This design comes from an exercise in tuning for small area, a short achievable clock period and few clock cycles per item on the open sky130 flow, not from production work. Only simulation tests tie the RTL to the original design; equivalence was not proved.

`flow/config.mk`:
```
export PLATFORM = sky130hd
export DESIGN_NAME = sha256_stream
export DESIGN_NICKNAME = sha256_stream
export VERILOG_FILES = /design/flow/design.v
export SDC_FILE = /design/flow/constraint.sdc
export NUM_CORES = 4
export LEC_CHECK = 0
export CAP_MARGIN = 20
export CELL_PAD_IN_SITES_DETAIL_PLACEMENT = 1
export CORE_MARGIN = 2
export CORE_UTILIZATION = 35
export SETUP_SLACK_MARGIN = 5
export SLEW_MARGIN = 20
```
`flow/constraint.sdc`:
```
create_clock -name core_clock -period 10.0 [get_ports {clk}]
set_input_delay 2.0000 -clock core_clock [delete_from_list [all_inputs] [get_ports {clk}]]
set_output_delay 2.0000 -clock core_clock [all_outputs]
set_load 0.01 [all_outputs]
```
`flow/design.v`:
```
module sha256_stream (
   input  logic         clk,
   input  logic         rst,
   input  logic         tvalid,
   output logic         tready,
   input  logic         tlast,
   input  logic [31:0]  tid,
   input  logic [7:0]   tdata,
   output logic         ovalid,
   output logic [31:0]  oid,
   output logic [60:0]  olen,
   output logic [255:0] osha
);
   function automatic logic [31:0] knext2(input logic [5:0] t);
      case (t)
         6'd0: knext2 = 32'hb5c0fbcf;
         6'd1: knext2 = 32'he9b5dba5;
         6'd2: knext2 = 32'h3956c25b;
         6'd3: knext2 = 32'h59f111f1;
         6'd4: knext2 = 32'h923f82a4;
         6'd5: knext2 = 32'hab1c5ed5;
         6'd6: knext2 = 32'hd807aa98;
         6'd7: knext2 = 32'h12835b01;
         6'd8: knext2 = 32'h243185be;
         6'd9: knext2 = 32'h550c7dc3;
         6'd10: knext2 = 32'h72be5d74;
         6'd11: knext2 = 32'h80deb1fe;
         6'd12: knext2 = 32'h9bdc06a7;
         6'd13: knext2 = 32'hc19bf174;
         6'd14: knext2 = 32'he49b69c1;
         6'd15: knext2 = 32'hefbe4786;
         6'd16: knext2 = 32'h0fc19dc6;
         6'd17: knext2 = 32'h240ca1cc;
         6'd18: knext2 = 32'h2de92c6f;
         6'd19: knext2 = 32'h4a7484aa;
         6'd20: knext2 = 32'h5cb0a9dc;
         6'd21: knext2 = 32'h76f988da;
         6'd22: knext2 = 32'h983e5152;
         6'd23: knext2 = 32'ha831c66d;
         6'd24: knext2 = 32'hb00327c8;
         6'd25: knext2 = 32'hbf597fc7;
         6'd26: knext2 = 32'hc6e00bf3;
         6'd27: knext2 = 32'hd5a79147;
         6'd28: knext2 = 32'h06ca6351;
         6'd29: knext2 = 32'h14292967;
         6'd30: knext2 = 32'h27b70a85;
         6'd31: knext2 = 32'h2e1b2138;
         6'd32: knext2 = 32'h4d2c6dfc;
         6'd33: knext2 = 32'h53380d13;
         6'd34: knext2 = 32'h650a7354;
         6'd35: knext2 = 32'h766a0abb;
         6'd36: knext2 = 32'h81c2c92e;
         6'd37: knext2 = 32'h92722c85;
         6'd38: knext2 = 32'ha2bfe8a1;
         6'd39: knext2 = 32'ha81a664b;
         6'd40: knext2 = 32'hc24b8b70;
         6'd41: knext2 = 32'hc76c51a3;
         6'd42: knext2 = 32'hd192e819;
         6'd43: knext2 = 32'hd6990624;
         6'd44: knext2 = 32'hf40e3585;
         6'd45: knext2 = 32'h106aa070;
         6'd46: knext2 = 32'h19a4c116;
         6'd47: knext2 = 32'h1e376c08;
         6'd48: knext2 = 32'h2748774c;
         6'd49: knext2 = 32'h34b0bcb5;
         6'd50: knext2 = 32'h391c0cb3;
         6'd51: knext2 = 32'h4ed8aa4a;
         6'd52: knext2 = 32'h5b9cca4f;
         6'd53: knext2 = 32'h682e6ff3;
         6'd54: knext2 = 32'h748f82ee;
         6'd55: knext2 = 32'h78a5636f;
         6'd56: knext2 = 32'h84c87814;
         6'd57: knext2 = 32'h8cc70208;
         6'd58: knext2 = 32'h90befffa;
         6'd59: knext2 = 32'ha4506ceb;
         6'd60: knext2 = 32'hbef9a3f7;
         6'd61: knext2 = 32'hc67178f2;
         default: knext2 = 32'h428a2f98;
      endcase
   endfunction
   localparam logic [255:0] IV = {32'h6a09e667, 32'hbb67ae85, 32'h3c6ef372, 32'ha54ff53a,
                                  32'h510e527f, 32'h9b05688c, 32'h1f83d9ab, 32'h5be0cd19};
   function automatic logic [31:0] bsig0(input logic [31:0] x);
      bsig0 = {x[1:0], x[31:2]} ^ {x[12:0], x[31:13]} ^ {x[21:0], x[31:22]};
   endfunction
   function automatic logic [31:0] bsig1(input logic [31:0] x);
      bsig1 = {x[5:0], x[31:6]} ^ {x[10:0], x[31:11]} ^ {x[24:0], x[31:25]};
   endfunction
   function automatic logic [31:0] ssig0(input logic [31:0] x);
      ssig0 = {x[6:0], x[31:7]} ^ {x[17:0], x[31:18]} ^ {3'b000, x[31:3]};
   endfunction
   function automatic logic [31:0] ssig1(input logic [31:0] x);
      ssig1 = {x[16:0], x[31:17]} ^ {x[18:0], x[31:19]} ^ {10'b0, x[31:10]};
   endfunction
   function automatic logic [63:0] csa(input logic [31:0] x, input logic [31:0] y,
                                       input logic [31:0] z);
      logic [31:0] s, c;
      s = x ^ y ^ z;
      c = {((x[30:0] & y[30:0]) | (x[30:0] & z[30:0]) | (y[30:0] & z[30:0])), 1'b0};
      csa = {s, c};
   endfunction
   logic [511:0] bb;           
   logic [6:0]   cnt;          
   logic         padm;         
   logic         mk;           
   logic         lenok;        
   logic         started;      
   logic         first_blk;    
   logic         bfirst, bfinal;
   logic [31:0]  tid_in;
   logic [60:0]  len;
   logic [7:0]   bin;
   logic [63:0]  bitlen;
   logic         full, take, shift, fin_shift;
   logic         run;          
   logic [6:0]   k;
   logic         cfirst, cfinal;
   logic         go;
   logic [15:0][31:0] w;       
   logic [7:0][31:0]  v;       
   logic [7:0][31:0]  hh;      
   logic [31:0]  p;            
   logic [31:0]  t1s, t1c, as1, ac1, as2, ac2, es, ec, anew, enew;
   logic [31:0]  ws1, wc1, ws2, wc2, wnew;
   logic [31:0]  px, py, ps, pc, pnew;
   logic [3:0]   ln;           
   logic [31:0]  kq;           
   logic         olat;         
   logic [31:0]  basea, basee, suma, sume;
   logic [7:0][31:0]  vinit;
   logic [31:0]  h7init;
   assign full      = cnt[6];
   assign tready    = !padm && !full;
   assign take      = tvalid && tready;
   assign shift     = take || (padm && !full);
   assign bitlen    = {len, 3'b000};
   assign fin_shift = padm && mk && lenok && (cnt[5:0] == 6'd63);
   always_comb begin
      if (!padm)      bin = tdata;
      else if (!mk)   bin = 8'h80;
      else if (lenok && cnt[5:3] == 3'b111)
         bin = bitlen[8 * (7 - cnt[2:0]) +: 8];
      else            bin = 8'h00;
   end
   always_ff @(posedge clk) begin
      if (shift) bb <= {bb[503:0], bin};
      if (take) begin
         if (!started) begin
            tid_in <= tid;
            len    <= 61'd1;
         end else begin
            len    <= len + 61'd1;
         end
      end
   end
   always_ff @(posedge clk or negedge rst) begin
      if (!rst) begin
         cnt       <= '0;
         padm      <= 1'b0;
         mk        <= 1'b0;
         lenok     <= 1'b0;
         started   <= 1'b0;
         first_blk <= 1'b1;
         bfirst    <= 1'b0;
         bfinal    <= 1'b0;
      end else begin
         if (go)         cnt <= '0;
         else if (shift) cnt <= cnt + 7'd1;
         if (take) begin
            started <= !tlast;
            if (tlast) padm <= 1'b1;
         end
         if (padm && !full && !mk) begin
            mk    <= 1'b1;
            lenok <= (cnt[5:3] != 3'b111);
         end
         if (shift && cnt[5:0] == 6'd63) begin
            bfirst    <= first_blk;
            bfinal    <= fin_shift;
            first_blk <= fin_shift;
            if (padm) lenok <= 1'b1;
            if (fin_shift) begin
               padm  <= 1'b0;
               mk    <= 1'b0;
               lenok <= 1'b0;
            end
         end
      end
   end
   assign go = full && (!run || k[6]);
   always_comb begin
      basea = '0;
      basee = '0;
      for (int j = 0; j < 4; j++) begin
         if (ln[j]) begin
            basea = basea | (cfirst ? IV[255 - 32 * j -: 32] : hh[j]);
            basee = basee | (cfirst ? IV[127 - 32 * j -: 32] : hh[4 + j]);
         end
      end
   end
   assign suma  = basea + v[0];
   assign sume  = basee + v[4];
   always_comb begin
      for (int i = 0; i < 8; i++) vinit[i] = hh[i];
      if (ln[0]) begin
         vinit[0] = suma;
         vinit[4] = sume;
      end
      if (bfirst) for (int i = 0; i < 8; i++) vinit[i] = IV[255 - 32 * i -: 32];
      h7init = vinit[7];
   end
   always_comb begin
      {t1s, t1c} = csa(p, bsig1(v[4]), (v[4] & v[5]) ^ (~v[4] & v[6]));
      {as1, ac1} = csa(t1s, t1c, bsig0(v[0]));
      {as2, ac2} = csa(as1, ac1, (v[0] & v[1]) | (v[0] & v[2]) | (v[1] & v[2]));
      anew       = as2 + ac2;
      {es, ec}   = csa(t1s, t1c, v[3]);
      enew       = es + ec;
      {ws1, wc1} = csa(ssig1(w[14]), w[9], ssig0(w[1]));
      {ws2, wc2} = csa(ws1, wc1, w[0]);
      wnew       = ws2 + wc2;
      px         = go ? h7init : v[6];
      py         = go ? bb[511:480] : w[1];
      {ps, pc}   = csa(px, py, kq);
      pnew       = ps + pc;
   end
   always_ff @(posedge clk) begin
      if (go) begin
         for (int i = 0; i < 16; i++) w[i] <= bb[511 - 32 * i -: 32];
         v <= vinit;
      end else begin
         for (int i = 0; i < 15; i++) w[i] <= w[i + 1];
         w[15] <= wnew;
         v[0] <= anew;
         v[1] <= v[0];
         v[2] <= v[1];
         v[3] <= v[2];
         v[4] <= enew;
         v[5] <= v[4];
         v[6] <= v[5];
         v[7] <= v[6];
      end
      p <= pnew;
      for (int j = 0; j < 4; j++) begin
         if (ln[j]) begin
            hh[j]     <= suma;
            hh[4 + j] <= sume;
         end
      end
      if (go)        kq <= 32'h71374491;
      else if (k[6]) kq <= 32'h428a2f98;
      else           kq <= knext2(k[5:0]);
      if (olat) begin
         oid  <= tid_in;
         olen <= len;
      end
   end
   always_ff @(posedge clk or negedge rst) begin
      if (!rst) begin
         run    <= 1'b0;
         k      <= 7'd64;
         cfirst <= 1'b0;
         cfinal <= 1'b0;
         ovalid <= 1'b0;
         ln     <= '0;
         olat   <= 1'b0;
      end else begin
         ovalid <= ln[0] && cfinal;
         ln     <= {run && k == 7'd60, ln[3:1]};
         olat   <= go && bfinal;
         if (go) begin
            run    <= 1'b1;
            k      <= '0;
            cfirst <= bfirst;
            cfinal <= bfinal;
         end else if (run) begin
            if (k[6]) run <= 1'b0;
            else      k   <= k + 7'd1;
         end
      end
   end
   assign osha = {hh[0], hh[1], hh[2], hh[3], hh[4], hh[5], hh[6], hh[7]};
endmodule
```
`flow/run.sh`:
```
#!/bin/bash
# synth_recipe.tcl (not shown) runs the flow's synth.tcl, then flattens the netlist and writes it again
# the make line also repeats each setting of config.mk as NAME=value (left out here)
make -C /OpenROAD-flow-scripts/flow DESIGN_CONFIG=/design/flow/config.mk WORK_HOME=/design/flow/orfs CLKGATE_MAP_FILE= SYNTH_SCRIPT=/design/flow/synth_recipe.tcl finish
```
==> results of run 1 <==
cells by family after synthesis:
logic type | Yosys count | synth area share, %
buffers and inverters | 734 | 3.49
muxes | 129 | 2.02
adders and majority gates | 472 | 9.48
and+or+nand+nor | 2659 | 13.8
DFF | 1784 | 56.6
xor gates and xnor gates | 471 | 5.22
AOI/OAI and AO/OA | 1188 | 9.42
final timing paths:
check                      endpoint  slack (ps)  depth (start not counted)
max                          v[151]        5070                         17
min                          oid[5]         380                          0
max reg2reg                  v[151]        5070                         17
min reg2reg                  oid[5]         380                          0
max in group asynchronous      olat        8230                          2
min in group asynchronous    ovalid        1220                          2
per-stage QoR:
step,area (µm²),hold WS [ps],instances
floorplan,79100,399,7437
global placement,85900,401,10500
detailed placement,85900,406,10500
CTS,93100,371,10900
global route,93900,391,10900
finish,93900,384,10900
per-layer routing:
layer | global-route usage (%) | routed length, µm | up-vias
li1 | - | - | 25900
met1 | 30.3 | 115000 | 29300
met2 | 36.9 | 126000 | 1917
met3 | 3.46 | 15300 | 527
met4 | 10.1 | 12500 | 10
met5 | 0 | 59 | -
synthesized netlist by cell type (32+ instances only):
library cell,count
nand3_1,104
ha_1,219
nor2_1,199
inv_1,343
xor2_1,104
or3_1,38
o211ai_1,42
nand2_1,2049
and2_1,61
and3_1,32
xnor2_1,367
nand4_1,33
mux2_2,82
a22oi_1,40
edfxtp_1,890
fa_1,222
clkbuf_1,375
a21oi_1,224
a211oi_1,39
a21o_1,71
o21ai_0,460
dfxtp_1,864
nor3_1,53
nand2b_1,34
worst max-delay path, stage by stage, from the launching register on:
cell and delay, ps:
dfxtp_4 420, mux2_2 410, fa_1 600, inv_1 110
fa_1 490, inv_1 50, ha_2 340, a2111oi_4 410
o21ai_2 140, a211oi_2 280, o21ai_2 120, o31ai_2 240
buf_4 170, o21ai_0 190, a21o_1 240, a21oi_1 170
xnor2_1 260, a22o_1 190
cells in the final DEF, fill, tap and decap left out, drive strengths merged, types with 82 or more instances in the layout:
| cell type | count |
|---|---|
| a21oi | 225 |
| buf | 111 |
| clkbuf | 265 |
| clkdlybuf4s50 | 393 |
| dfxtp | 864 |
| edfxtp | 890 |
| fa | 222 |
| ha | 219 |
| inv | 345 |
| mux2 | 82 |
| nand2 | 2052 |
| nand3 | 105 |
| nor2 | 199 |
| o21ai | 466 |
| xnor2 | 367 |
| xor2 | 104 |
timing repair:
item                                    4_1_cts  5_1_grt
buffers inserted                             16       35
pin swaps                                    25       48
gates cloned                                  7        1
endpoints found under the setup margin      266      149
resized for setup                           123      127
final cells by class:
cell class,instances,area (µm²)
multi-input combinational,4922,32400
clock inverter,92,1170
sequential,1784,44900
timing repair buffer,509,5150
antenna,4,10.0
clock buffer,264,5280
inverter,344,1300
fill,24400,131000
tap,2992,3740
registers in the layout, summed over array words and instances, names as in the netlist, 4 cells and up:
register / flops
tid_in: 32
ln: 4
len: 61
oid: 32
k: 7
kq: 32
cnt: 7
bb: 512
v: 224
w: 512
olen: 61
hh: 256
p: 32
==> out/metrics.cfg, run 1 <==
[cts]
htree_levels=4
numCtsBuffers=187
clockBufferDepth=3
clkSlewWorstSetupHoldPaths_ps=70
clock_sinks=1784
cts_tree=yes
hold_buffers=0
root_buffer=clkbuf_16
clk_latency_ps=870

[routing]
avgRoutedWirePerCell_um=24.7
ant_nets=0
drt_iter0_markers=5196
vias_per_cell=5.28
num_vias=57600
totalWireLength_um=269000
drc=0
first_pass_iters=6

[place]
dpl.hpwl_um=191000
port_buffers=394
pre_cts_ws_ps=3680
gp_congestion=0.964

[sta]
slew_violations=0
setup_tns_ps=0
setup_slack_ps=5070
period_share_pct=49.3
skew_ps=55.6
finalCriticalPeriod_ps=4930
hold_violations=0
slew_headroom_pct=18.5
fmax_ghz=0.203
worst_slew_pin_slew_ps=1220
grt_setup_unrepaired=true
final-setup-viol-count=0

[die]
fp-row-count=174
start_util_pct=35.2
core_area_um2=225000
die_height_um=479
die_area_um2=230000
io_pins=395
die_w_um=479

[critical_path]
cp-end-kind=register
cp.required_ps=10810
startpoint_type=register
worst-setup-path-type=reg -> reg
path_max_fanout=6
cp-startpoint=v[135]
critPathArrivalTime_ps=5740
reg2reg_from=v[135]

[status]
status=complete, no violations

[finish]
area_growth_pct=18.8
drive_gt1_share_pct=9.10
nNetsFinal=8233
utilization_pct=41.8

[synth]
synth_cells=7437
syn_nets=7922
synth_async_sr_flop_share_pct=1.68
synth_enable_flop_cells=890
synth.area.top_cells=edfxtp_1 (34%), dfxtp_1 (22%), nand2_1 (9.7%), fa_1 (5.6%), xnor2_1 (4.1%)
netlist_area_um2=79100
syn_avg_cell_area_um2=10.6
synth_cell_types=91
ys_ff_latch=1784
seq_area_frac_synth_pct=56.6
ys.flop_type=edfxtp_1
yosysTopAreaCellShare_pct=33.8
ys_warn_count=1
synth_area_leader_cell=edfxtp_1

[grt]
grt_usage_pct=22.8
gr-total-overflow=0
antenna_found_initial=11
grt_max_degree=194
first_global_vias=60300
grt_pass1_wl_um=398000

[worst_hold_path]
hold_start=tid_in[5]
hp-class=reg -> reg

[flow_run]
max_cap_violations=0

Testbench counts, summed over its fixed seeds: cycles 33,873, bytes 25,402.
==> run 2: changes to the inputs <==
--- a/flow/config.mk
+++ b/flow/config.mk
@@ -10,3 +10,3 @@
 export CORE_MARGIN = 2
-export CORE_UTILIZATION = 35
+export CORE_UTILIZATION = 55
 export SETUP_SLACK_MARGIN = 5
==> run 2 against run 1 <==
Clock-buffer cell count grew 7. Setup slack worse by 63 ps. Area after synthesis did not move. Sequential share of layout area rose by 1.1 points. Global-route usage is 15 points higher. Critical path type unchanged.
==> out/metrics.cfg, run 2 <==
[routing]
avgRoutedWirePerCell_um=28.6  ; +16%
first_pass_iters=6  ; unchanged
totalWireLength_um=280000  ; +4.0%
ant_nets=0  ; unchanged
drt_iter0_markers=6016  ; +16%
vias_per_cell=6.02  ; +14%
drc=0  ; unchanged
num_vias=58900  ; +2.3%

[place]
port_buffers=394  ; unchanged
pre_cts_ws_ps=3950  ; +272 ps
gp_congestion=1.01  ; +4.5%
dpl.hpwl_um=192000  ; +0.53%

[cts]
numCtsBuffers=181  ; -3.2%
clk_latency_ps=860  ; about the same
root_buffer=clkbuf_16
htree_levels=4  ; unchanged
clockBufferDepth=3  ; unchanged
clkSlewWorstSetupHoldPaths_ps=70  ; about the same
clock_sinks=1784  ; unchanged
cts_tree=yes

[finish]
largest_registers=bb (512), w (512), hh (256)
layout.cells.most_common=nand2_1
nNetsFinal=8209  ; -0.29%
mostFrequentLayoutCells=nand2_1 (2047), edfxtp_1 (890), dfxtp_1 (813)
drive_gt1_share_pct=8.29  ; -0.81 points
area_growth_pct=16.2

[critical_path]
slowest_delay_ps=550  ; -50 ps
reg2reg_from=v[140]
critPathArrivalTime_ps=5690  ; -50 ps
crit_family=adder cells
startpoint_type=register
worst-path-buf-inv=4  ; +1
crit_path_top_delay_cell=fa_1
path_max_fanout=6  ; unchanged
worst-setup-path-type=reg -> reg
cp-end-kind=register
crit_chain=xnor2_4 -> xnor2_4 -> fa_1 -> inv_2 -> fa_1 -> fa_1 -> inv_1 -> ha_2 -> inv_1 -> fa_2 -> nand2b_4 -> a211oi_4 -> o2111a_2 -> o31ai_4 -> a21oi_4 -> buf_4 -> a31oi_4 -> o21ai_2 -> a21oi_2 -> xnor2_1 -> a22o_1
cp-startpoint=v[140]
cp.required_ps=10700  ; -110 ps
cpMostUsedCell=fa_1

[flow_run]
max_cap_violations=0  ; unchanged

[die]
die_w_um=383  ; -20%
io_pins=395  ; unchanged
die_height_um=383  ; -20%
core_area_um2=143000  ; -36%
fp-row-count=139  ; -20%
start_util_pct=55.2  ; +20 points
die_area_um2=147000  ; -36%

[synth]
yosysTopAreaCellShare_pct=33.8  ; unchanged
synth_enable_flop_cells=890  ; unchanged
syn_avg_cell_area_um2=10.6  ; unchanged
seq_area_frac_synth_pct=56.6  ; unchanged
synth.area.top_cells=edfxtp_1 (34%), dfxtp_1 (22%), nand2_1 (9.7%), fa_1 (5.6%), xnor2_1 (4.1%)
synth_commonest_cells=nand2_1 (2049), edfxtp_1 (890), dfxtp_1 (864)
synth_cells=7437  ; unchanged
synth_cell_types=91  ; unchanged
synth_area_leader_cell=edfxtp_1
synth_most_common_cell=nand2_1
ys.flop_type=edfxtp_1
synth_async_sr_flop_share_pct=1.68  ; unchanged
ys_ff_latch=1784  ; unchanged
syn_nets=7922  ; unchanged
netlist_area_um2=79100  ; unchanged
ys_warn_count=1  ; unchanged

[sta]
final-setup-viol-count=0  ; unchanged
finalCriticalPeriod_ps=4990  ; +62.8 ps
period_share_pct=49.9  ; +0.63 points
setup_slack_ps=5010  ; -62.8 ps
grt_setup_unrepaired=true
worst_slew_pin_slew_ps=1250  ; +23.3 ps
fmax_ghz=0.200  ; -1.3%
hold_violations=0  ; unchanged
slew_violations=0  ; unchanged
setup_tns_ps=0  ; unchanged
skew_ps=87.0  ; +31.5 ps
whs_ps=392  ; +7.94 ps
slew_headroom_pct=17.0  ; -1.6 points

[grt]
grt_usage_pct=37.6  ; +15 points
gr-total-overflow=0  ; unchanged
antenna_found_initial=8  ; -3
grt_pass1_wl_um=409000  ; +2.9%
first_global_vias=62200  ; +3.3%
grt_max_degree=173  ; -11%

[worst_hold_path]
hp-class=reg -> reg
hold_start=w[278]

[status]
status=complete, no violations

-- run 2: cell counts after synthesis --
Identical to the previous run, type by type.
-- run 2: worst min-delay path, cell delays in order, from the launching register on --
cell and delay, ps:
dfxtp_1 310, nand2_1 50, nand2_1 60
-- run 2: kinds of logic after synthesis --
| logic type | after synthesis | share of synthesized area (%) |
|---|---|---|
| multiplexers | 129 | 2.02 |
| adder cells (fa/ha/maj) | 472 | 9.48 |
| AND/OR/NAND/NOR | 2659 | 13.8 |
| flip-flops | 1784 | 56.6 |
| buffers and inverters | 734 | 3.49 |
| AO/OA/AOI/OAI | 1188 | 9.42 |
| XOR/XNOR | 471 | 5.22 |
-- run 2: layout make-up --
type	instances	area (µm²)
fillers	14700	51300
flip-flops and latches	1784	44900
multi-input cells	4920	32200
clock buffers	271	5190
repair buffers	493	5040
well taps	1903	2380
inverters	344	1300
clock inverters	69	791
diodes	10	25.0
-- run 2: metrics by stage --
step / std cells / util, % / area [µm²]
3_3_place_gp: 9402 / 59.1 / 84500
4_1_cts: 9761 / 63.7 / 91200
5_1_grt: 9792 / 64.2 / 91900
2_1_floorplan: 7437 / - / 79100
6_report: 9794 / 64.2 / 91900
3_5_place_dp: 9402 / 59.1 / 84500
-- run 2: worst paths after layout --
path / endpoint / slack, ps / cells past startpoint
setup reg to reg: v[31] / 5010 / 21
hold reg to reg: w[246] / 390 / 2
min in group asynchronous: cnt[3] / 1260 / 1
max in group asynchronous: cnt[6] / 8090 / 1
setup / recovery: v[31] / 5010 / 21
hold / removal: w[246] / 390 / 2
-- run 2: routing by layer --
layer  routed length (µm)  GRT usage [%]
met1               106000           45.9
met2               137000           63.1
met3                18500           6.01
met4                19100           22.1
met5                   13              0
-- run 2: what timing repair did --
| item | CTS | global route |
|---|---|---|
| endpoints found under the setup margin | 119 | 53 |
| gates resized for setup | 99 | 128 |
| gates cloned | 4 | 1 |
| buffers inserted | 15 | 22 |
| pin swaps | 16 | 32 |
| hold buffers | 0 | 0 |
==> run 3: changes to the inputs <==
--- a/flow/design.v
+++ b/flow/design.v
@@ -101,3 +101,3 @@
    endfunction
-   logic [511:0] bb;           
+   logic [15:0][31:0] bb;      
    logic [6:0]   cnt;          
@@ -128,2 +128,4 @@
    logic         olat;         
+   logic [15:0]  rs;           
+   logic [31:0]  bw;           
    logic [31:0]  basea, basee, suma, sume;
@@ -145,3 +147,4 @@
    always_ff @(posedge clk) begin
-      if (shift) bb <= {bb[503:0], bin};
+      for (int i = 0; i < 64; i++)
+         if (shift && cnt[5:0] == 6'(i)) bb[i / 4][8 * (3 - i % 4) +: 8] <= bin;
       if (take) begin
@@ -212,2 +215,6 @@
    always_comb begin
+      bw = '0;
+      for (int j = 0; j < 16; j++) if (rs[j]) bw = bw | bb[j];
+   end
+   always_comb begin
       {t1s, t1c} = csa(p, bsig1(v[4]), (v[4] & v[5]) ^ (~v[4] & v[6]));
@@ -222,3 +229,3 @@
       px         = go ? h7init : v[6];
-      py         = go ? bb[511:480] : w[1];
+      py         = go ? bb[0] : w[15];
       {ps, pc}   = csa(px, py, kq);
@@ -227,8 +234,8 @@
    always_ff @(posedge clk) begin
+      for (int i = 0; i < 14; i++) w[i] <= w[i + 1];
+      w[14] <= go ? bb[0] : w[15];
+      w[15] <= (rs == 16'd0) ? wnew : bw;
       if (go) begin
-         for (int i = 0; i < 16; i++) w[i] <= bb[511 - 32 * i -: 32];
          v <= vinit;
       end else begin
-         for (int i = 0; i < 15; i++) w[i] <= w[i + 1];
-         w[15] <= wnew;
          v[0] <= anew;
@@ -266,3 +273,7 @@
          olat   <= 1'b0;
+         rs     <= 16'd2;
       end else begin
+         if (go)                  rs <= 16'd4;
+         else if (run && !k[6])   rs <= {rs[14:0], 1'b0} | {14'd0, ln[1], 1'b0};
+         else                     rs <= 16'd2;
          ovalid <= ln[0] && cfinal;
--- a/flow/config.mk
+++ b/flow/config.mk
@@ -10,3 +10,4 @@
 export CORE_MARGIN = 2
-export CORE_UTILIZATION = 55
+export CORE_UTILIZATION = 60
+export CTS_BUF_LIST = sky130_fd_sc_hd__clkbuf_4 sky130_fd_sc_hd__clkbuf_8
 export SETUP_SLACK_MARGIN = 5
==> run 3 against run 2 <==
The run now fails in global routing (5_1_grt). Synthesized cell count is 13% lower. Area after synthesis is 2.0% lower.
==> out/metrics.cfg, run 3 <==
[synth]
synth_cells=6472  ; -13%
syn_nets=6959  ; -12%
ys.flop_type=edfxtp_1
synth_async_sr_flop_share_pct=2.50  ; +0.82 points
netlist_area_um2=77500  ; -2.0%
yosysTopAreaCellShare_pct=34.5  ; +0.69 points
synth_cell_types=111  ; +22%
seq_area_frac_synth_pct=58.3  ; +1.6 points
synth_enable_flop_cells=890  ; unchanged
synth_area_leader_cell=edfxtp_1
ys_ff_latch=1799  ; +0.84%
synth.area.top_cells=edfxtp_1 (34%), dfxtp_1 (22%), fa_1 (5.7%), xnor2_1 (3.6%), ha_1 (3.6%)
synth_most_common_cell=edfxtp_1
syn_avg_cell_area_um2=12.0  ; +13%
ys_warn_count=1  ; unchanged
synth_commonest_cells=edfxtp_1 (890), dfxtp_1 (864), nand2_1 (642)

[cts]
htree_levels=5  ; +1
root_buffer=clkbuf_8
hold_buffers=0  ; unchanged
numCtsBuffers=303  ; +67%
clock_sinks=1799  ; +0.84%
clockBufferDepth=4  ; +1

[status]
stop_stage=global routing (5_1_grt)
status=did not finish
firstError=[ERROR GRT-0232] Routing congestion too high. Check the congestion heatmap in the GUI.

[place]
gp_congestion=0.985  ; -2.2%
placed_cells=8233  ; -12%
dpl.hpwl_um=201000  ; +4.8%
port_buffers=394  ; unchanged
pre_cts_ws_ps=3570  ; -384 ps

[die]
die_w_um=363  ; -5.2%
die_height_um=363  ; -5.2%
io_pins=395  ; unchanged
start_util_pct=60.6  ; +5.4 points
fp-row-count=131  ; -5.8%

[grt]
antenna_found_initial=73
grt_max_degree=95
gr-total-overflow=53
grt_usage_pct=74.7

[sta]
crit_endpoint=v[31]$_DFF_P_/D
worst_endpoint_kind=register input

run 3: routing by layer:
layer	track usage, %	overflow
met3	62.1	5
met1	75.7	6
met4	67.1	25
met5	43.3	0
met2	89.8	17
run 3: worst max-delay path by stage:
stage / start / to / cells past startpoint
2_1_floorplan: ln[1] / v[154] / 15
3_3_place_gp: k[6] / p[30] / 17
3_5_place_dp: k[6] / p[30] / 15
4_1_cts: k[6] / p[30] / 18
run 3: stage by stage:
step | util [%] | instance area (µm²)
after CTS | 70.4 | 90000
after detailed placement | 64.9 | 82900
after global placement | 64.8 | 82900
after floorplan | - | 77500
run 3: timing repair:
item | 4_1_cts
cloned | 3
setup buffers | 20
resized for setup | 151
pin swaps | 10
setup endpoints to repair | 129
run 3: cells by family after synthesis:
kind of cell / Yosys count / share of synthesized area, %
XOR/XNOR: 449 / 5.09
buffers and inverters: 618 / 3.01
multiplexers: 133 / 2.08
flip-flops: 1799 / 58.3
AO/OA/AOI/OAI: 1473 / 12.7
AND/OR/NAND/NOR: 1525 / 9.15
adder cells (fa/ha/maj): 475 / 9.72
Testbench counts of run 3, summed over its fixed seeds: cycles 33,873, bytes 25,402.
==> run 4: changes to the inputs <==
--- a/flow/config.mk
+++ b/flow/config.mk
@@ -10,4 +10,3 @@
 export CORE_MARGIN = 2
-export CORE_UTILIZATION = 60
-export CTS_BUF_LIST = sky130_fd_sc_hd__clkbuf_4 sky130_fd_sc_hd__clkbuf_8
+export CORE_UTILIZATION = 35
 export SETUP_SLACK_MARGIN = 5
==> run 4 against run 3 <==
Now clean on timing, DRC and antenna. Area after synthesis unchanged. Synthesized cell count did not move.
==> out/metrics.cfg, run 4 <==
[status]
status=complete, no violations

[synth]
ys.flop_type=edfxtp_1
synth_cells=6472  ; unchanged
muxShareOfSynthArea_pct=2.08  ; unchanged
synth_async_sr_flop_share_pct=2.50  ; unchanged
syn_nets=6959  ; unchanged
seq_area_frac_synth_pct=58.3  ; unchanged
syn_avg_cell_area_um2=12.0  ; unchanged
synthSimpleGateAreaFrac_pct=9.15  ; unchanged
synth-adder-area-share_pct=9.72  ; unchanged
netlist_area_um2=77500  ; unchanged
synth.area.top_cells=edfxtp_1 (34%), dfxtp_1 (22%), fa_1 (5.7%), xnor2_1 (3.6%), ha_1 (3.6%)
synth_most_common_cell=edfxtp_1
synth_commonest_cells=edfxtp_1 (890), dfxtp_1 (864), nand2_1 (642)
synth_area_leader_cell=edfxtp_1
yosysTopAreaCellShare_pct=34.5  ; unchanged
synth_top_family_by_area=compound AO/OA/AOI/OAI gates
synth_cell_types=111  ; unchanged
synth-xor-area-share_pct=5.09  ; unchanged
synth_compound_area_share_pct=12.7  ; unchanged
synth_enable_flop_cells=890  ; unchanged
ys_warn_count=1  ; unchanged
ys_ff_latch=1799  ; unchanged

[critical_path]
critical_path_depth=14
cp.required_ps=10680
slowest_delay_ps=620
crit_family=compound AO/OA/AOI/OAI gates
worst-path-buf-inv=0
rrSetupSlack_ps=5040
cp-startpoint=w[448]
cp-end-kind=register
crit_end=w[508]
critPathArrivalTime_ps=5640
worst-setup-path-type=reg -> reg
r2r_end=w[508]
path_max_fanout=6
startpoint_type=register
crit_chain=xnor2_1 -> xnor2_1 -> fa_1 -> fa_1 -> ha_1 -> and3_1 -> a221o_1 -> a21oi_1 -> a31oi_1 -> o2111ai_1 -> a31oi_2 -> o21a_1 -> o21a_1 -> o31ai_1
crit_path_top_delay_cell=fa_1
reg2reg_from=w[448]
r2r_cells=14

[finish]
area_growth_pct=18.7
nNetsFinal=7281
drive_gt1_share_pct=9.73
regArea_um2=45300
largest_registers=bb (512), w (512), hh (256)
utilization_pct=41.8
final_cells=9920
nFillCells=23300
layout.cells.most_common=edfxtp_1
mostFrequentLayoutCells=edfxtp_1 (890), dfxtp_1 (828), nand2_1 (640)
multiInputGateArea_um2=30700

[place]
dpl.hpwl_um=200000  ; -0.70%
port_buffers=394  ; unchanged
placed_cells=9532  ; +16%
gp_congestion=0.969  ; -1.7%

[routing]
vias_per_cell=5.60
ant_nets=0
avgRoutedWirePerCell_um=28.4
totalWireLength_um=282000
drt_iter0_markers=6442
num_vias=55500
first_pass_iters=6
drc=0

[sta]
whs_ps=290
skew_ps=63.1
setup_tns_ps=0
slew_headroom_pct=22.7
hold_violations=0
final-setup-viol-count=0
grt_setup_unrepaired=true
fmax_ghz=0.202
finalCriticalPeriod_ps=4960
slew_violations=0
worst_slew_pin_slew_ps=1160
period_share_pct=49.6

[die]
die_w_um=475  ; +31%
fp-row-count=172  ; +31%
start_util_pct=35.2  ; -25 points
io_pins=395  ; unchanged
core_area_um2=220000
die_area_um2=225000
die_height_um=475  ; +31%

[cts]
cts_tree=yes
htree_levels=4  ; -1
clkSlewWorstSetupHoldPaths_ps=60
numCtsBuffers=187  ; -38%
clock_sinks=1799  ; unchanged
clk_latency_ps=870
clockBufferDepth=3  ; -1
root_buffer=clkbuf_16

[grt]
gr-total-overflow=0
first_global_vias=56400
grt_max_degree=98
grt_usage_pct=24.3
antenna_found_initial=13
grt_pass1_wl_um=402000

[flow_run]
max_cap_violations=0

[worst_hold_path]
hp-class=reg -> reg

[run 4: cell counts after synthesis]
No cell type changed its count.
[run 4: repair_timing]
item | 4_1_cts | 5_1_grt
hold buffers | 0 | 0
endpoints found under the setup margin | 94 | 83
gates resized for setup | 64 | 110
buffers inserted | 8 | 18
gates cloned | 0 | 4
pin swaps | 6 | 19
[run 4: per-stage QoR]
stage,instance area (µm²),setup slack (ps)
detailed placement,84600,4030
floorplan,77500,5000
CTS,91300,4980
global route,92000,4830
finish,92000,5040
global placement,84500,4230
[run 4: logic make-up (layout without fill, tap and decap cells)]
group           Yosys count  in the layout
compound gates         1473           1473
simple gates           1525           1525
xor+xnor                449            449
mux                     133            133
buf+inv                 618           1104
fa+ha+maj               475            475
other cells               0              4
flops                  1799           1799
[run 4: worst min path at each step]
stage / from / endpoint / cells past startpoint
3_3_place_gp: w[181] / w[149] / 0
4_1_cts: w[407] / w[375] / 0
2_1_floorplan: w[132] / w[100] / 0
6_report: w[397] / w[365] / 0
3_5_place_dp: w[174] / w[142] / 0
5_1_grt: w[373] / w[341] / 0
[run 4: per-layer routing]
metal / vias up / global-route usage, % / routed length, µm
met5: - / 0 / 51
met4: 8 / 9.57 / 11700
met3: 453 / 4.35 / 22200
met2: 2459 / 37.3 / 126000
met1: 28600 / 34.1 / 122000
li1: 24000 / - / -
[run 4: final cells by class]
type | instances | share of cell area (%)
Sequential cell | 1799 | 49.2
Clock inverter | 92 | 1.26
Multi-Input combinational cell | 4055 | 33.4
Antenna cell | 4 | 0.0109
Inverter | 242 | 0.990
Clock buffer | 261 | 5.74
Tap cell | 2958 | 4.02
Timing Repair Buffer | 509 | 5.41
==> run 5: changes to the inputs <==
==> flow/flow/run.sh (new file) <==
#!/bin/bash
set -euo pipefail
bash standard.sh SETUP_SLACK_MARGIN=6 finish > standard_make.log 2>&1
==> flow/standard.sh (new file) <==
#!/bin/bash
# synth_recipe.tcl (not shown) runs the flow's synth.tcl, then flattens the netlist and writes it again
# the make line also repeats each setting of config.mk as NAME=value (left out here)
make -C /OpenROAD-flow-scripts/flow DESIGN_CONFIG=/design/flow/config.mk WORK_HOME=/design/flow/orfs CLKGATE_MAP_FILE= SYNTH_SCRIPT=/design/flow/synth_recipe.tcl "${@:-finish}"
--- a/flow/config.mk
+++ b/flow/config.mk
@@ -11,3 +11,2 @@
 export CORE_UTILIZATION = 35
-export SETUP_SLACK_MARGIN = 5
 export SLEW_MARGIN = 20
removed: flow/run.sh
==> run 5 against run 4 <==
Wire length up 8.5%. Critical endpoint is now v[25]. Die area unchanged. Cell count up 3.4%. Utilization up 3.2 points. Sequential cell count unchanged. Global-route usage up 1.5 points. Worst hold slack better by 14 ps. Final area up 7.6%. Clock skew up 24 ps. Sequential share of layout area down 3.4 points.
==> out/metrics.cfg, run 5 <==
[synth]
synth_cell_types=111  ; unchanged
synth.area.top_cells=edfxtp_1 (34%), dfxtp_1 (22%), fa_1 (5.7%), xnor2_1 (3.6%), ha_1 (3.6%)
yosysTopAreaCellShare_pct=34.5  ; unchanged
synth_most_common_cell=edfxtp_1
syn_nets=6959  ; unchanged
synth_enable_flop_cells=890  ; unchanged
ys_warn_count=1  ; unchanged
synth_commonest_cells=edfxtp_1 (890), dfxtp_1 (864), nand2_1 (642)
synth_async_sr_flop_share_pct=2.50  ; unchanged
ys_ff_latch=1799  ; unchanged
synth_cells=6472  ; unchanged
syn_avg_cell_area_um2=12.0  ; unchanged
synth_area_leader_cell=edfxtp_1
netlist_area_um2=77500  ; unchanged
seq_area_frac_synth_pct=58.3  ; unchanged
ys.flop_type=edfxtp_1

[finish]
drive_gt1_share_pct=20.3  ; +11 points
utilization_pct=45.0  ; +3.2 points
nNetsFinal=7621  ; +4.7%
fin_area_um2=99000  ; +7.6%
final_cells=10300  ; +3.4%
layout.cells.most_common=edfxtp_1
area_growth_pct=27.7
mostFrequentLayoutCells=edfxtp_1 (890), dfxtp_1 (791), nand2_1 (610)
largest_registers=bb (512), w (512), hh (256)

[worst_hold_path]
hold_start=w[74]
hp-class=reg -> reg

[critical_path]
cp.required_ps=10690  ; about the same
worst-setup-path-type=reg -> reg
cp-end-kind=register
rrSetupSlack_ps=5200  ; +160 ps
cp-startpoint=v[140]
reg2reg_from=v[140]
startpoint_type=register
critPathArrivalTime_ps=5490  ; -150 ps
path_max_fanout=6  ; unchanged

[place]
pre_cts_ws_ps=4200  ; +170 ps
port_buffers=394  ; unchanged
dpl.hpwl_um=198000  ; -1.0%
placed_cell_area_um2=84600  ; about the same
gp_congestion=0.960  ; -0.86%
placed_cells=9525  ; -0.073%

[grt]
first_global_vias=59600  ; +5.5%
grt_max_degree=92  ; -6.1%
grt_pass1_wl_um=424000  ; +5.4%
antenna_found_initial=11  ; -2
grt_usage_pct=25.8  ; +1.5 points
gr-total-overflow=0  ; unchanged

[status]
status=complete, no violations

[sta]
slew_headroom_pct=23.7  ; +0.97 points
final-setup-viol-count=0  ; unchanged
finalCriticalPeriod_ps=4800  ; -159 ps
slew_violations=0  ; unchanged
setup_tns_ps=0  ; unchanged
hold_violations=0  ; unchanged
fmax_ghz=0.208  ; +3.3%
grt_setup_unrepaired=true
worst_slew_pin_slew_ps=1140  ; -14.5 ps
setup_slack_ps=5200  ; +159 ps
skew_ps=87.0  ; +23.9 ps
whs_ps=303  ; +13.6 ps
period_share_pct=48.0  ; -1.6 points

[cts]
clk_latency_ps=900  ; +30 ps
root_buffer=clkbuf_16
cts_tree=yes
clock_sinks=1799  ; unchanged
numCtsBuffers=186  ; -0.53%
clockBufferDepth=3  ; unchanged
clkSlewWorstSetupHoldPaths_ps=70  ; about the same
htree_levels=4  ; unchanged

[routing]
drc=0  ; unchanged
first_pass_iters=9  ; +3
drt_iter0_markers=6885  ; +6.9%
totalWireLength_um=306000  ; +8.5%
vias_per_cell=5.72  ; +2.2%
ant_nets=0  ; unchanged
avgRoutedWirePerCell_um=29.8  ; +4.9%
num_vias=58700  ; +5.7%

[die]
fp-row-count=172  ; unchanged
die_w_um=475  ; unchanged
io_pins=395  ; unchanged
core_area_um2=220000  ; unchanged
die_height_um=475  ; unchanged
die_area_um2=225000  ; unchanged
start_util_pct=35.2  ; unchanged

[flow_run]
max_cap_violations=0  ; unchanged

==> run 5: per-layer routing <==
layer,part of all wire (%),vias to the layer above,global-route usage [%]
li1,-,24600,-
met1,40,30200,34.5
met2,45,3068,39.2
met3,9.1,740,5.70
met4,5.7,8,13.2
met5,0.015,-,0
==> run 5: worst max-delay path: stages (launching register included) <==
cell       delay (ps)
dfxtp_4           390
xor2_4            230
xnor2_2           150
fa_1              480
fa_1              520
inv_2              40
fa_1              480
ha_2              200
inv_2              40
fa_2              330
nand2b_4          160
a21oi_4           180
o21ai_4           100
a211oi_4          330
a211oi_4          120
buf_12            160
o21ai_4           220
buf_4             160
buf_6              90
xnor2_2           100
a2bb2oi_2          70
==> run 5: timing repair <==
| item | in CTS | in global routing |
|---|---|---|
| endpoints found under the setup margin | 442 | 217 |
| buffers inserted | 217 | 139 |
| hold buffers | 0 | 0 |
| gates resized for setup | 698 | 326 |
| pin swaps | 191 | 238 |
| cloned | 20 | 2 |
==> run 5: cells by family after synthesis <==
kind of cell	after synthesis	share of synthesized area, %
AO/OA/AOI/OAI	1473	12.7
XOR/XNOR	449	5.09
adder cells (fa/ha/maj)	475	9.72
buffers and inverters	618	3.01
flip-flops	1799	58.3
multiplexers	133	2.08
AND/OR/NAND/NOR	1525	9.15
==> run 5: cell type report <==
| class | count | area [µm²] |
|---|---|---|
| diodes | 2 | 5.00 |
| clock buffers | 243 | 5080 |
| clock inverters | 104 | 1200 |
| fillers | 22800 | 121000 |
| inverters | 242 | 928 |
| multi-input cells | 4057 | 34000 |
| flip-flops and latches | 1799 | 45400 |
| well taps | 2958 | 3700 |
| repair buffers | 847 | 8700 |
| repair inverters | 1 | 8.76 |
==> run 5: final timing paths <==
path                            endpoint  depth (start not counted)
worst max register to register     v[25]                         20
worst max-delay path               v[25]                         20
worst min register to register     w[42]                          0
worst min-delay path               w[42]                          0
max in group asynchronous          ln[2]                          2
min in group asynchronous           olat                          2
==> run 6: changes to the inputs <==
--- a/flow/design.v
+++ b/flow/design.v
@@ -116,21 +116,26 @@
    logic [6:0]   k;
-   logic         cfirst, cfinal;
+   logic         cfirst, cfinal;    
+   logic         cfa, cfla;         
    logic         go;
+   logic         lda;          
+   logic [3:0]   lne;          
+   logic [3:0]   lna;          
+   logic         olat, olat2, stall;
+   logic         upd;          
    logic [15:0][31:0] w;       
-   logic [7:0][31:0]  v;       
+   logic [31:0]  ra, rb, rc;   
+   logic [31:0]  re, rf, rg;   
+   logic [31:0]  t1;           
    logic [7:0][31:0]  hh;      
    logic [31:0]  p;            
-   logic [31:0]  t1s, t1c, as1, ac1, as2, ac2, es, ec, anew, enew;
+   logic [31:0]  t1s, t1c, es, ec, as, ac, anew, enew, t1new;
    logic [31:0]  ws1, wc1, ws2, wc2, wnew;
    logic [31:0]  px, py, ps, pc, pnew;
-   logic [3:0]   ln;           
    logic [31:0]  kq;           
-   logic         olat;         
    logic [15:0]  rs;           
    logic [31:0]  bw;           
-   logic [31:0]  basea, basee, suma, sume;
-   logic [7:0][31:0]  vinit;
-   logic [31:0]  h7init;
+   logic [31:0]  basea, basee, suma, sume, dsel;
+   logic [31:0]  e0, f0, g0, h0;
    assign full      = cnt[6];
-   assign tready    = !padm && !full;
+   assign tready    = !padm && !full && !stall;
    assign take      = tvalid && tready;
@@ -197,19 +202,13 @@
       for (int j = 0; j < 4; j++) begin
-         if (ln[j]) begin
-            basea = basea | (cfirst ? IV[255 - 32 * j -: 32] : hh[j]);
-            basee = basee | (cfirst ? IV[127 - 32 * j -: 32] : hh[4 + j]);
-         end
-      end
-   end
-   assign suma  = basea + v[0];
-   assign sume  = basee + v[4];
-   always_comb begin
-      for (int i = 0; i < 8; i++) vinit[i] = hh[i];
-      if (ln[0]) begin
-         vinit[0] = suma;
-         vinit[4] = sume;
+         if (lna[j]) basea = basea | (cfa ? IV[255 - 32 * j -: 32] : hh[j]);
+         if (lne[j]) basee = basee | (cfirst ? IV[127 - 32 * j -: 32] : hh[4 + j]);
       end
-      if (bfirst) for (int i = 0; i < 8; i++) vinit[i] = IV[255 - 32 * i -: 32];
-      h7init = vinit[7];
    end
+   assign suma = basea + ra;
+   assign sume = basee + re;
+   assign e0 = bfirst ? IV[127:96] : (lne[0] ? sume : hh[4]);
+   assign f0 = bfirst ? IV[95:64]  : hh[5];
+   assign g0 = bfirst ? IV[63:32]  : hh[6];
+   assign h0 = bfirst ? IV[31:0]   : hh[7];
+   assign dsel = lda ? (cfirst ? IV[159:128] : hh[3]) : rc;
    always_comb begin
@@ -219,8 +218,8 @@
    always_comb begin
-      {t1s, t1c} = csa(p, bsig1(v[4]), (v[4] & v[5]) ^ (~v[4] & v[6]));
-      {as1, ac1} = csa(t1s, t1c, bsig0(v[0]));
-      {as2, ac2} = csa(as1, ac1, (v[0] & v[1]) | (v[0] & v[2]) | (v[1] & v[2]));
-      anew       = as2 + ac2;
-      {es, ec}   = csa(t1s, t1c, v[3]);
+      {t1s, t1c} = csa(p, bsig1(re), (re & rf) ^ (~re & rg));
+      t1new      = t1s + t1c;
+      {es, ec}   = csa(t1s, t1c, dsel);
       enew       = es + ec;
+      {as, ac}   = csa(t1, bsig0(ra), (ra & rb) | (ra & rc) | (rb & rc));
+      anew       = as + ac;
       {ws1, wc1} = csa(ssig1(w[14]), w[9], ssig0(w[1]));
@@ -228,4 +227,4 @@
       wnew       = ws2 + wc2;
-      px         = go ? h7init : v[6];
-      py         = go ? bb[0] : w[15];
+      px         = upd ? h0 : rg;
+      py         = upd ? bb[0] : w[15];
       {ps, pc}   = csa(px, py, kq);
@@ -238,12 +237,19 @@
       if (go) begin
-         v <= vinit;
+         re <= e0;
+         rf <= f0;
+         rg <= g0;
+      end else begin
+         re <= enew;
+         rf <= re;
+         rg <= rf;
+      end
+      t1 <= t1new;
+      if (lda) begin
+         ra <= cfirst ? IV[255:224] : (lna[0] ? suma : hh[0]);
+         rb <= cfirst ? IV[223:192] : hh[1];
+         rc <= cfirst ? IV[191:160] : hh[2];
       end else begin
-         v[0] <= anew;
-         v[1] <= v[0];
-         v[2] <= v[1];
-         v[3] <= v[2];
-         v[4] <= enew;
-         v[5] <= v[4];
-         v[6] <= v[5];
-         v[7] <= v[6];
+         ra <= anew;
+         rb <= ra;
+         rc <= rb;
       end
@@ -251,6 +257,4 @@
       for (int j = 0; j < 4; j++) begin
-         if (ln[j]) begin
-            hh[j]     <= suma;
-            hh[4 + j] <= sume;
-         end
+         if (lna[j]) hh[j]     <= suma;
+         if (lne[j]) hh[4 + j] <= sume;
       end
@@ -259,3 +263,3 @@
       else           kq <= knext2(k[5:0]);
-      if (olat) begin
+      if (olat || olat2) begin
          oid  <= tid_in;
@@ -270,13 +274,27 @@
          cfinal <= 1'b0;
+         cfa    <= 1'b0;
+         cfla   <= 1'b0;
+         lda    <= 1'b0;
          ovalid <= 1'b0;
-         ln     <= '0;
+         lne    <= '0;
+         lna    <= '0;
          olat   <= 1'b0;
+         olat2  <= 1'b0;
+         stall  <= 1'b0;
          rs     <= 16'd2;
+         upd    <= 1'b1;
       end else begin
+         upd    <= go ? 1'b0 : (!run || k[6] || k == 7'd63);
+         cfa    <= cfirst;
+         cfla   <= cfinal;
+         lda    <= go;
+         ovalid <= lna[0] && cfla;
+         lne    <= {run && k == 7'd60, lne[3:1]};
+         lna    <= lne;
+         olat   <= go && bfinal && !(run && cfinal);
+         stall  <= go && bfinal && run && cfinal;
+         olat2  <= stall;
          if (go)                  rs <= 16'd4;
-         else if (run && !k[6])   rs <= {rs[14:0], 1'b0} | {14'd0, ln[1], 1'b0};
+         else if (run && !k[6])   rs <= {rs[14:0], 1'b0} | {14'd0, lne[1], 1'b0};
          else                     rs <= 16'd2;
-         ovalid <= ln[0] && cfinal;
-         ln     <= {run && k == 7'd60, ln[3:1]};
-         olat   <= go && bfinal;
          if (go) begin
==> flow/run.sh (new file) <==
#!/bin/bash
# synth_recipe.tcl (not shown) runs the flow's synth.tcl, then flattens the netlist and writes it again
# the make line also repeats each setting of config.mk as NAME=value (left out here)
make -C /OpenROAD-flow-scripts/flow DESIGN_CONFIG=/design/flow/config.mk WORK_HOME=/design/flow/orfs CLKGATE_MAP_FILE= SYNTH_SCRIPT=/design/flow/synth_recipe.tcl finish
--- a/flow/config.mk
+++ b/flow/config.mk
@@ -11,2 +11,3 @@
 export CORE_UTILIZATION = 35
+export SETUP_SLACK_MARGIN = 5
 export SLEW_MARGIN = 20
removed: flow/flow/run.sh
removed: flow/standard.sh
==> run 6 against run 5 <==
Still clean on timing, DRC and antenna. Sequential cell count is 7 higher. Critical endpoint is now re[24]. Clock-buffer cell count is 12 higher. Cell count is 4.7% lower.
==> out/metrics.cfg, run 6 <==
[cts]
htree_levels=4  ; unchanged
clk_latency_ps=860  ; -40 ps
clkSlewWorstSetupHoldPaths_ps=60  ; about the same
root_buffer=clkbuf_16
hold_buffers=0  ; unchanged
numCtsBuffers=183  ; -1.6%
clock_sinks=1806  ; +0.39%
cts_tree=yes
clockBufferDepth=3  ; unchanged

[grt]
antenna_found_initial=7  ; -4
grt_pass1_wl_um=397000  ; -6.5%
grt_usage_pct=23.8  ; -2.0 points
first_global_vias=56400  ; -5.2%
gr-total-overflow=0  ; unchanged
grt_max_degree=111  ; +21%

[sta]
fmax_ghz=0.201  ; -3.4%
slew_violations=0  ; unchanged
hold_violations=0  ; unchanged
period_share_pct=49.7  ; +1.7 points
setup_slack_ps=5030  ; -168 ps
whs_ps=313  ; +9.46 ps
worst_slew_pin_slew_ps=1190  ; +53.3 ps
final-setup-viol-count=0  ; unchanged
setup_tns_ps=0  ; unchanged
grt_setup_unrepaired=true
slew_headroom_pct=19.6  ; -4.1 points
skew_ps=44.7  ; -42.3 ps
finalCriticalPeriod_ps=4970  ; +168 ps

[place]
port_buffers=394  ; unchanged
dpl.hpwl_um=194000  ; -1.7%
placed_cell_area_um2=84400  ; -0.25%
placed_cells=9399  ; -1.3%
pre_cts_ws_ps=4350  ; +144 ps
gp_congestion=0.960  ; about the same

[routing]
drc=0  ; unchanged
totalWireLength_um=274000  ; -10%
ant_nets=0  ; unchanged
vias_per_cell=5.62  ; -1.8%
drt_iter0_markers=5796  ; -16%
avgRoutedWirePerCell_um=28.1  ; -5.9%
num_vias=54900  ; -6.5%
first_pass_iters=9  ; unchanged

[die]
die_w_um=474  ; about the same
start_util_pct=35.2  ; about the same
fp-row-count=172  ; unchanged
die_area_um2=225000  ; about the same
die_height_um=474  ; about the same
core_area_um2=220000  ; about the same
io_pins=395  ; unchanged

[flow_run]
max_cap_violations=0  ; unchanged

[finish]
layout.cells.most_common=edfxtp_1
drive_gt1_share_pct=9.13  ; -11 points
regArea_um2=45400  ; about the same
mostFrequentLayoutCells=edfxtp_1 (890), dfxtp_1 (837), nand2_1 (422)
fin_area_um2=91200  ; -7.8%
nFillCells=23000  ; +0.84%
utilization_pct=41.5  ; -3.5 points
area_growth_pct=17.8
final_cells=9768  ; -4.7%
multiInputGateArea_um2=30500  ; -10%
largest_registers=bb (512), w (512), hh (256)
nNetsFinal=7134  ; -6.4%

[synth]
synth_cell_types=96  ; -14%
synth-xor-area-share_pct=5.62  ; +0.53 points
yosysTopAreaCellShare_pct=34.5  ; about the same
synthSimpleGateAreaFrac_pct=8.20  ; -0.94 points
seq_area_frac_synth_pct=58.5  ; +0.27 points
synth_commonest_cells=edfxtp_1 (890), dfxtp_1 (864), nand2_1 (423)
synth_cells=6337  ; -2.1%
ys_warn_count=1  ; unchanged
syn_avg_cell_area_um2=12.2  ; +2.1%
ys.flop_type=edfxtp_1
synth_most_common_cell=edfxtp_1
synth_top_family_by_area=compound AO/OA/AOI/OAI gates
ys_ff_latch=1806  ; +0.39%
synth_async_sr_flop_share_pct=2.88  ; +0.38 points
synth_enable_flop_cells=890  ; unchanged
synth-adder-area-share_pct=9.43  ; -0.29 points
muxShareOfSynthArea_pct=2.23  ; +0.15 points
syn_nets=6824  ; -1.9%
synth_compound_area_share_pct=13.4  ; +0.72 points
synth_area_leader_cell=edfxtp_1
synth.area.top_cells=edfxtp_1 (35%), dfxtp_1 (22%), fa_1 (5.0%), xnor2_1 (4.6%), ha_1 (4.0%)
netlist_area_um2=77400  ; about the same

[critical_path]
worst-setup-path-type=reg -> reg
reg2reg_from=lne[3]
startpoint_type=register
rrSetupSlack_ps=5030  ; -170 ps
crit_family=compound AO/OA/AOI/OAI gates
cp-end-kind=register
path_max_fanout=51  ; +45
crit_chain=buf_6 -> a22oi_1 -> o211ai_1 -> ha_1 -> a21oi_1 -> o21ai_0 -> a21oi_2 -> o31ai_2 -> a21oi_1 -> o21ai_0 -> a31oi_1 -> xnor2_1 -> mux2_2 -> a2bb2oi_1
critPathArrivalTime_ps=5740  ; +250 ps
critical_path_depth=14  ; -30%
crit_path_top_delay_cell=dfrtp_2
cp-startpoint=lne[3]
r2r_cells=14  ; -30%
worst-path-buf-inv=1  ; -4
cp.required_ps=10770  ; +80 ps
slowest_delay_ps=670  ; +150 ps

[status]
status=complete, no violations

[worst_hold_path]
holdPathStages=0  ; unchanged
hold_start=w[82]
hp-class=reg -> reg

-- run 6: changes by cell type after synthesis, moves of 56 or more --
cell	previous run	this run
nand2_1	642	423
o22a_1	6	62
nor2_1	294	356
xnor2_1	321	408
inv_1	241	173
a21oi_1	210	324
o21ai_0	485	350
-- run 6: layer usage --
layer	vias to the layer above	wire [µm]	part of all wire [%]	track usage, %
met5	-	57	0.021	0
met4	8	11200	4.1	8.96
met3	504	21900	8.0	4.62
met2	2406	126000	46	37.9
met1	28200	115000	42	32.0
li1	23800	-	-	-
-- run 6: final timing paths --
path                            endpoint
worst max-delay path              re[24]
worst min-delay path               w[50]
worst max register to register    re[24]
worst min register to register     w[50]
max in group asynchronous         lna[2]
min in group asynchronous         cnt[4]
-- run 6: worst register-to-register path, stage by stage, from the launching register on --
cell	delay, ps
dfrtp_2	670
buf_6	520
a22oi_1	240
o211ai_1	530
ha_1	380
a21oi_1	120
o21ai_0	250
a21oi_2	110
o31ai_2	510
a21oi_1	230
o21ai_0	340
a31oi_1	150
xnor2_1	410
mux2_2	270
a2bb2oi_1	170
-- run 6: cell type report --
type | count | area share [%]
Clock buffer | 255 | 5.75
Sequential cell | 1806 | 49.8
Timing Repair Buffer | 481 | 5.23
Multi-Input combinational cell | 4001 | 33.5
Inverter | 174 | 0.721
Clock inverter | 88 | 1.00
Antenna cell | 5 | 0.0137
Tap cell | 2958 | 4.06
-- run 6: cell families (layout without fill, tap and decap cells) --
| logic type | after synthesis | in the layout |
|---|---|---|
| buffers and inverters | 530 | 998 |
| AO/OA/AOI/OAI | 1544 | 1544 |
| AND/OR/NAND/NOR | 1346 | 1346 |
| flip-flops | 1806 | 1806 |
| other | 0 | 5 |
| adder cells (fa/ha/maj) | 473 | 473 |
| XOR/XNOR | 497 | 497 |
| multiplexers | 141 | 141 |
-- run 6: what timing repair did --
action / in CTS / in global routing
setup buffers: 3 / 16
setup endpoints to repair: 57 / 49
gates cloned: 1 / 0
pin swaps: 0 / 9
resized for setup: 35 / 74
Testbench counts of run 6, summed over its fixed seeds: cycles 33,905, bytes 25,402.
==> run 7: changes to the inputs <==
==> flow/flow/run.sh (new file) <==
#!/bin/bash
set -euo pipefail
bash standard.sh \
  "BUFFER_PORTS_ARGS=-buffer_cell sky130_fd_sc_hd__buf_1" \
  "CTS_ARGS=-sink_clustering_enable -repair_clock_nets -dont_use_dummy_load" \
  "SETUP_SLACK_MARGIN=5.7" \
  finish > flow_make.log 2>&1
==> flow/standard.sh (new file) <==
#!/bin/bash
# synth_recipe.tcl (not shown) runs the flow's synth.tcl, then flattens the netlist and writes it again
# the make line also repeats each setting of config.mk as NAME=value (left out here)
make -C /OpenROAD-flow-scripts/flow DESIGN_CONFIG=/design/flow/config.mk WORK_HOME=/design/flow/orfs CLKGATE_MAP_FILE= SYNTH_SCRIPT=/design/flow/synth_recipe.tcl "${@:-finish}"
--- a/flow/config.mk
+++ b/flow/config.mk
@@ -11,3 +11,2 @@
 export CORE_UTILIZATION = 35
-export SETUP_SLACK_MARGIN = 5
 export SLEW_MARGIN = 20
removed: flow/run.sh
==> run 7 against run 6 <==
Utilization shrank 0.48 points. Area after synthesis is the same. Synthesized cell count is the same. Die area is the same. Clock-buffer cell count shrank 75. Worst hold slack lost 6.9 ps. Sequential share of layout area grew 0.76 points. Largest cell class unchanged. Still clean on timing, DRC and antenna. First-iteration DRC count grew 4.2%.
==> out/metrics.cfg, run 7 <==
[die]
fp-row-count=172  ; unchanged
core_area_um2=220000  ; unchanged
io_pins=395  ; unchanged
start_util_pct=35.2  ; unchanged
die_height_um=474  ; unchanged
die_area_um2=225000  ; unchanged
die_w_um=474  ; unchanged

[synth]
synth_commonest_cells=edfxtp_1 (890), dfxtp_1 (864), nand2_1 (423)
synth.area.top_cells=edfxtp_1 (35%), dfxtp_1 (22%), fa_1 (5.0%), xnor2_1 (4.6%), ha_1 (4.0%)
synth_enable_flop_cells=890  ; unchanged
netlist_area_um2=77400  ; unchanged
ys_ff_latch=1806  ; unchanged
synth_most_common_cell=edfxtp_1
ys.flop_type=edfxtp_1
seq_area_frac_synth_pct=58.5  ; unchanged
synth_area_leader_cell=edfxtp_1
ys_warn_count=1  ; unchanged
syn_avg_cell_area_um2=12.2  ; unchanged
syn_nets=6824  ; unchanged
synth_async_sr_flop_share_pct=2.88  ; unchanged
synth_cell_types=96  ; unchanged
yosysTopAreaCellShare_pct=34.5  ; unchanged
synth_cells=6337  ; unchanged

[sta]
fmax_ghz=0.225  ; +12%
finalCriticalPeriod_ps=4440  ; -523 ps
slew_headroom_pct=25.5  ; +6.0 points
skew_ps=70.2  ; +25.6 ps
grt_setup_unrepaired=true
final-setup-viol-count=0  ; unchanged
whs_ps=306  ; -6.94 ps
worst_slew_pin_slew_ps=1110  ; -80.8 ps
setup_tns_ps=0  ; unchanged
hold_violations=0  ; unchanged
slew_violations=0  ; unchanged
period_share_pct=44.4  ; -5.2 points

[critical_path]
r2r_cells=17  ; +3
crit_path_top_delay_cell=fa_1
crit_family=compound AO/OA/AOI/OAI gates
crit_chain=buf_4 -> nand2b_4 -> buf_4 -> o22a_2 -> fa_1 -> ha_4 -> a2111o_1 -> o21ai_2 -> a211oi_4 -> or3b_4 -> nand2_4 -> o31ai_4 -> a221oi_2 -> buf_4 -> o211ai_1 -> a211o_1 -> o211a_1
path_max_fanout=6  ; -88%
cp.required_ps=10700  ; -70 ps
critPathArrivalTime_ps=5140  ; -600 ps
startpoint_type=register
cpMostUsedCell=buf_4
slowest_delay_ps=600  ; -70 ps
worst-setup-path-type=reg -> reg
worst-path-buf-inv=3  ; +2
cp-end-kind=register
critical_path_depth=17  ; +3

[grt]
gr-total-overflow=0  ; unchanged
grt_pass1_wl_um=398000  ; +0.26%
grt_max_degree=95  ; -14%
antenna_found_initial=5  ; -2
grt_usage_pct=23.9  ; +0.070 points
first_global_vias=56700  ; +0.41%

[routing]
num_vias=55800  ; +1.6%
met2_length_um=128000  ; +1.4%
drc=0  ; unchanged
avgRoutedWirePerCell_um=28.7  ; +2.0%
totalWireLength_um=279000  ; +1.7%
wl_met3_um=24100  ; +10%
wirelength_met1_um=115000  ; -0.43%
first_pass_iters=8  ; -1
top_layer=met5
drt_iter0_markers=6039  ; +4.2%
vias_per_cell=5.73  ; +1.9%
ant_nets=0  ; unchanged

[status]
status=complete, no violations

[cts]
clock_sinks=1806  ; unchanged
htree_levels=4  ; unchanged
clk_latency_ps=830  ; -30 ps
numCtsBuffers=180  ; -1.6%
clkSlewWorstSetupHoldPaths_ps=60  ; about the same
cts_tree=yes
clockBufferDepth=3  ; unchanged
root_buffer=clkbuf_16

[worst_hold_path]
holdPathStages=0  ; unchanged
hp-class=reg -> reg

[place]
gp_congestion=0.963  ; +0.31%
port_buffers=394  ; unchanged
placed_cells=9402  ; +0.032%
dpl.hpwl_um=194000  ; about the same
placed_cell_area_um2=82000  ; -2.9%

[finish]
multiInputGateArea_um2=32000  ; +4.8%
layout.cells.most_common=edfxtp_1
drive_gt1_share_pct=13.2  ; +4.1 points
area_growth_pct=16.5
nFillCells=23200  ; +0.92%
fin_area_um2=90200  ; -1.1%
mostFrequentLayoutCells=edfxtp_1 (890), dfxtp_1 (784), nand2_1 (419)
regArea_um2=45600  ; +0.36%
nNetsFinal=7269  ; +1.9%
largest_registers=bb (512), w (512), hh (256)
final_cells=9742  ; -0.27%

[flow_run]
max_cap_violations=0  ; unchanged

[run 7: cell counts after synthesis]
No cell type changed its count.
[run 7: cell families (layout without fill, tap and decap cells)]
group	count (synthesis)	in the layout	share of synthesized area (%)
adder cells (fa/ha/maj)	473	473	9.43
XOR/XNOR	497	497	5.62
flip-flops	1806	1806	58.5
AO/OA/AOI/OAI	1544	1544	13.4
AND/OR/NAND/NOR	1346	1347	8.20
buffers and inverters	530	972	2.57
other	0	4	0
multiplexers	141	141	2.23
[run 7: stage by stage]
stage / setup slack (ps) / utilization (%)
final: 5560 / 41.0
after global routing: 5450 / 41.0
after CTS: 5580 / 40.2
after detailed placement: 4530 / 37.3
after global placement: 4620 / 37.3
after floorplan: 5710 / -
[run 7: metal layers]
metal | up-vias | GRT usage [%]
met5 | - | 0
met2 | 2730 | 37.9
li1 | 23900 | -
met3 | 586 | 4.61
met4 | 6 | 9.70
met1 | 28600 | 32.0
[run 7: cell type report]
cell class / instances / area share (%)
clock buffer: 180 / 4.99
timing repair buffer: 618 / 4.17
tap: 2958 / 4.10
antenna: 4 / 0.0111
inverter: 174 / 0.734
sequential: 1806 / 50.5
multi-input combinational: 4002 / 35.5
[run 7: final timing paths]
kind                        start  endpoint  slack (ps)
min in group asynchronous     rst    lne[2]        1300
hold / removal             w[231]    w[199]         310
setup reg to reg           cfirst    re[30]        5560
hold reg to reg            w[231]    w[199]         310
setup / recovery           cfirst    re[30]        5560
max in group asynchronous     rst      k[3]        7840
[run 7: worst register-to-register path, cell delays in order, from the launching register on]
cell      delay (ps)
dfrtp_4          540
buf_4            160
nand2b_4         210
buf_4            200
o22a_2           230
fa_1             600
ha_4             230
a2111o_1         410
o21ai_2          110
a211oi_4          80
or3b_4           440
nand2_4           90
o31ai_4           70
a221oi_2         250
buf_4            170
o211ai_1         110
a211o_1          310
o211a_1          120
[run 7: repair_timing]
action | 4_1_cts | 5_1_grt
hold buffers | 0 | 0
endpoints found under the hold margin | 0 | 0
gates resized for setup | 279 | 250
setup endpoints to repair | 220 | 118
pin swaps | 57 | 132
cloned | 4 | 7
buffers inserted | 64 | 79

-- static timing again, ports no longer ideal --
The flow's constraints put no driver on any port. The routed layouts listed below were extracted and timed again, unchanged, in two steps.
Step 1 sets driving cells, clkbuf_16 on the clock port and buf_2 on the other inputs (assumed; they add their load-dependent delay and slew).
Step 2 moves the port delays by t, midway between the first and last clock arrival at a register: inputs arrive t later, outputs are due t later. That takes back most of the time a late clock gives input paths.
Three values: ideal ports, drivers, drivers and shift; two values: the first two.
run	t (ns)	slack for setup (ns)	clock arrival spread, ns
run 1	0.943	5.068 / 5.068 / 4.592	0.069 / 0.069
run 2	0.905	5.005 / 5.005 / 4.726	0.087 / 0.087
run 4	0.926	5.042 / 5.042 / 4.722	0.064 / 0.064
run 5	0.942	5.201 / 5.201 / 5.201	0.095 / 0.095
run 6	0.918	5.033 / 5.033 / 4.530	0.047 / 0.047
run 7	0.877	5.556 / 5.556 / 5.128	0.095 / 0.095
After both steps setup and hold are still met in every run listed. The setup slack of run 6, which loses most, moves by 0.000 ns with the drivers and by -0.503 ns with both steps.
